From an optimization exercise on the open Yosys and OpenROAD flow, aimed at small area; shortcuts taken in it are not production practice. The RTL was checked by simulation tests, not by an equivalence proof against the original design.

==> flow/design.v <==
`default_nettype none
module regfile_scoreboard #(
  parameter int DATA_W   = 64,
  parameter int NUM_REGS = 32,
  parameter int ADDR_W   = $clog2(NUM_REGS)
) (
  input  logic              clk_i,
  input  logic              reset_i,
  input  logic [ADDR_W-1:0] ra_i,
  input  logic [ADDR_W-1:0] rb_i,
  output logic [DATA_W-1:0] bus_a_o,
  output logic [DATA_W-1:0] bus_b_o,
  output logic              valid_a_o,
  output logic              valid_b_o,
  input  logic [ADDR_W-1:0] rw_i,
  input  logic [DATA_W-1:0] bus_w_i,
  input  logic              reg_wr_i,
  input  logic              mark_en_i,
  input  logic [ADDR_W-1:0] mark_reg_i,
  output logic              mark_ack_o,
  output logic [ADDR_W:0]   pend_count_o
);
  localparam int NR = NUM_REGS - 1;   
  localparam int NG = NR / 3;         
  logic [DATA_W-1:0] regs_q [NR];
  logic [NR-1:0]     pend_q;
  logic [ADDR_W:0]   cnt_q;
  logic [NR-1:0] dec_a, dec_b, dec_w, dec_m;
  always_comb begin
    for (int i = 0; i < NR; i++) begin
      dec_a[i] = (ra_i == ADDR_W'(i));
      dec_b[i] = (rb_i == ADDR_W'(i));
      dec_w[i] = (rw_i == ADDR_W'(i));
      dec_m[i] = (mark_reg_i == ADDR_W'(i));
    end
  end
  logic [NR-1:0] load, hold;
  assign load = dec_w & {NR{reg_wr_i & !reset_i}};
  assign hold = ~dec_w & {NR{!reset_i}} | {NR{!reg_wr_i & !reset_i}};
  logic pend_m, pend_w, mark_zr, mark_ack, mark_set, wr_hits_mark;
  assign pend_m       = |(dec_m & pend_q);
  assign pend_w       = |(dec_w & pend_q);
  assign mark_zr      = (mark_reg_i == {ADDR_W{1'b1}});
  assign wr_hits_mark = reg_wr_i && (rw_i == mark_reg_i);
  assign mark_ack     = mark_en_i && !reset_i && (!pend_m || wr_hits_mark || mark_zr);
  assign mark_set     = mark_ack && !mark_zr;
  assign mark_ack_o   = mark_ack;
  logic newly_set, newly_clr;
  assign newly_set = mark_set && !pend_m;
  assign newly_clr = reg_wr_i && !reset_i && pend_w && !(mark_set && wr_hits_mark);
  for (genvar i = 0; i < NR; i++) begin : g_reg
    logic [DATA_W-1:0] d;
    for (genvar b = 0; b < DATA_W; b++) begin : g_bit
      rf_hold u_h (.q(regs_q[i][b]), .h(hold[i]), .d(bus_w_i[b]), .l(load[i]), .y(d[b]));
    end
    always_ff @(posedge clk_i) regs_q[i] <= d;
  end
  always_ff @(posedge clk_i) begin
    if (reset_i) begin
      pend_q <= '0;
      cnt_q  <= '0;
    end else begin
      pend_q <= (pend_q & ~load) | (dec_m & {NR{mark_set}});
      if (newly_set && !newly_clr)      cnt_q <= cnt_q + 1'b1;
      else if (newly_clr && !newly_set) cnt_q <= cnt_q - 1'b1;
    end
  end
  assign pend_count_o = cnt_q;
  for (genvar b = 0; b < DATA_W; b++) begin : g_rd
    logic [NR-1:0] col;
    logic [NG-1:0] na, nb;
    for (genvar i = 0; i < NR; i++) begin : g_col
      assign col[i] = regs_q[i][b];
    end
    for (genvar g = 0; g < NG; g++) begin : g_grp
      rf_aoi222 u_a (.a(col[3*g+:3]), .s(dec_a[3*g+:3]), .y(na[g]));
      rf_aoi222 u_b (.a(col[3*g+:3]), .s(dec_b[3*g+:3]), .y(nb[g]));
    end
    assign bus_a_o[b] = ~&na | |(col[NR-1:3*NG] & dec_a[NR-1:3*NG]);
    assign bus_b_o[b] = ~&nb | |(col[NR-1:3*NG] & dec_b[NR-1:3*NG]);
  end
  assign valid_a_o = !(|(dec_a & pend_q));
  assign valid_b_o = !(|(dec_b & pend_q));
endmodule
module rf_hold (
  input  logic q,
  input  logic h,
  input  logic d,
  input  logic l,
  output logic y
);
  assign y = (q & h) | (d & l);
endmodule
module rf_aoi222 (
  input  logic [2:0] a,
  input  logic [2:0] s,
  output logic       y
);
  assign y = ~|(a & s);
endmodule
`default_nettype wire
export LEC_CHECK = 0
export CAP_MARGIN = 10
export CORE_MARGIN = 2
export CORE_UTILIZATION = 40
export CTS_BUF_LIST = sky130_fd_sc_hd__clkbuf_16
export CTS_CLUSTER_DIAMETER = 80
export CTS_CLUSTER_SIZE = 16
export SETUP_SLACK_MARGIN = 0.3
export SLEW_MARGIN = 10
export SYNTH_HIERARCHICAL = 1
export SYNTH_MINIMUM_KEEP_SIZE = 0
create_clock -name core_clock -period 6.5 [get_ports {clk_i}]
standard.sh (not shown) runs the stock make flow with config.mk's settings and CLKGATE_MAP_FILE= SYNTH_SCRIPT=/design/flow/synth_recipe.tcl, a recipe that flattens the netlist after the stock synthesis.
==> flow/flow/run.sh <==
#!/bin/bash
set -o pipefail
export BUFFER_PORTS_ARGS="-buffer_cell sky130_fd_sc_hd__buf_1"
bash standard.sh > standard.log 2>&1
The first run finished clean.
Then changed:
==> flow/run.sh (new file) <==
#!/bin/bash
# synth_recipe.tcl (not shown) runs the flow's synth.tcl, then flattens the netlist and writes it again
# the make line also repeats each setting of config.mk as NAME=value (left out here)
make -C /OpenROAD-flow-scripts/flow DESIGN_CONFIG=/design/flow/config.mk WORK_HOME=/design/flow/orfs CLKGATE_MAP_FILE= SYNTH_SCRIPT=/design/flow/synth_recipe.tcl finish
- CAP_MARGIN: 10 -> 20
- CTS_BUF_LIST: sky130_fd_sc_hd__clkbuf_16 -> unset
- CTS_CLUSTER_DIAMETER: 80 -> unset
- CTS_CLUSTER_SIZE: 16 -> unset
- SETUP_SLACK_MARGIN: 0.3 -> unset
- SLEW_MARGIN: 10 -> 20
removed: flow/flow/run.sh
removed: flow/standard.sh
After rerunning:
- This time the run produced a layout that fails on negative setup slack
- routed wire length decreases slightly
- final cell count goes up by a few percent
- first-iteration DRC count goes down slightly
- final area rises by a few percent
- area after synthesis does not change
- synthesized cell count is unchanged
- register-to-register slack gains 0.06 ns
- worst setup slack gets worse by 0.49 ns
- via count goes up slightly

port drivers added, routing unchanged:
In the flow no input, the clock included, has a driving cell. The finished layouts below were timed again as built, in two steps. Step 1, drivers: a clkbuf_16 drives clk_i and a buf_2 each remaining input, both assumed. Step 2 also shifts input and output timing later by t, the mid clock arrival at the registers, as if the neighbouring blocks saw the same clock. Slacks: ideal / step 1 / step 2; pairs: ideal / step 1.
run | t, ns | setup slack, ns | pins driven straight from the clock port
the first run | 0.940 | 0.422 / 0.363 / 0.363 | 1
the second run | 0.957 | -0.065 / -0.088 / -0.088 | 1
For the first run, which loses most, drivers alone change the setup slack by -0.059 ns; drivers and shift together by -0.059 ns.
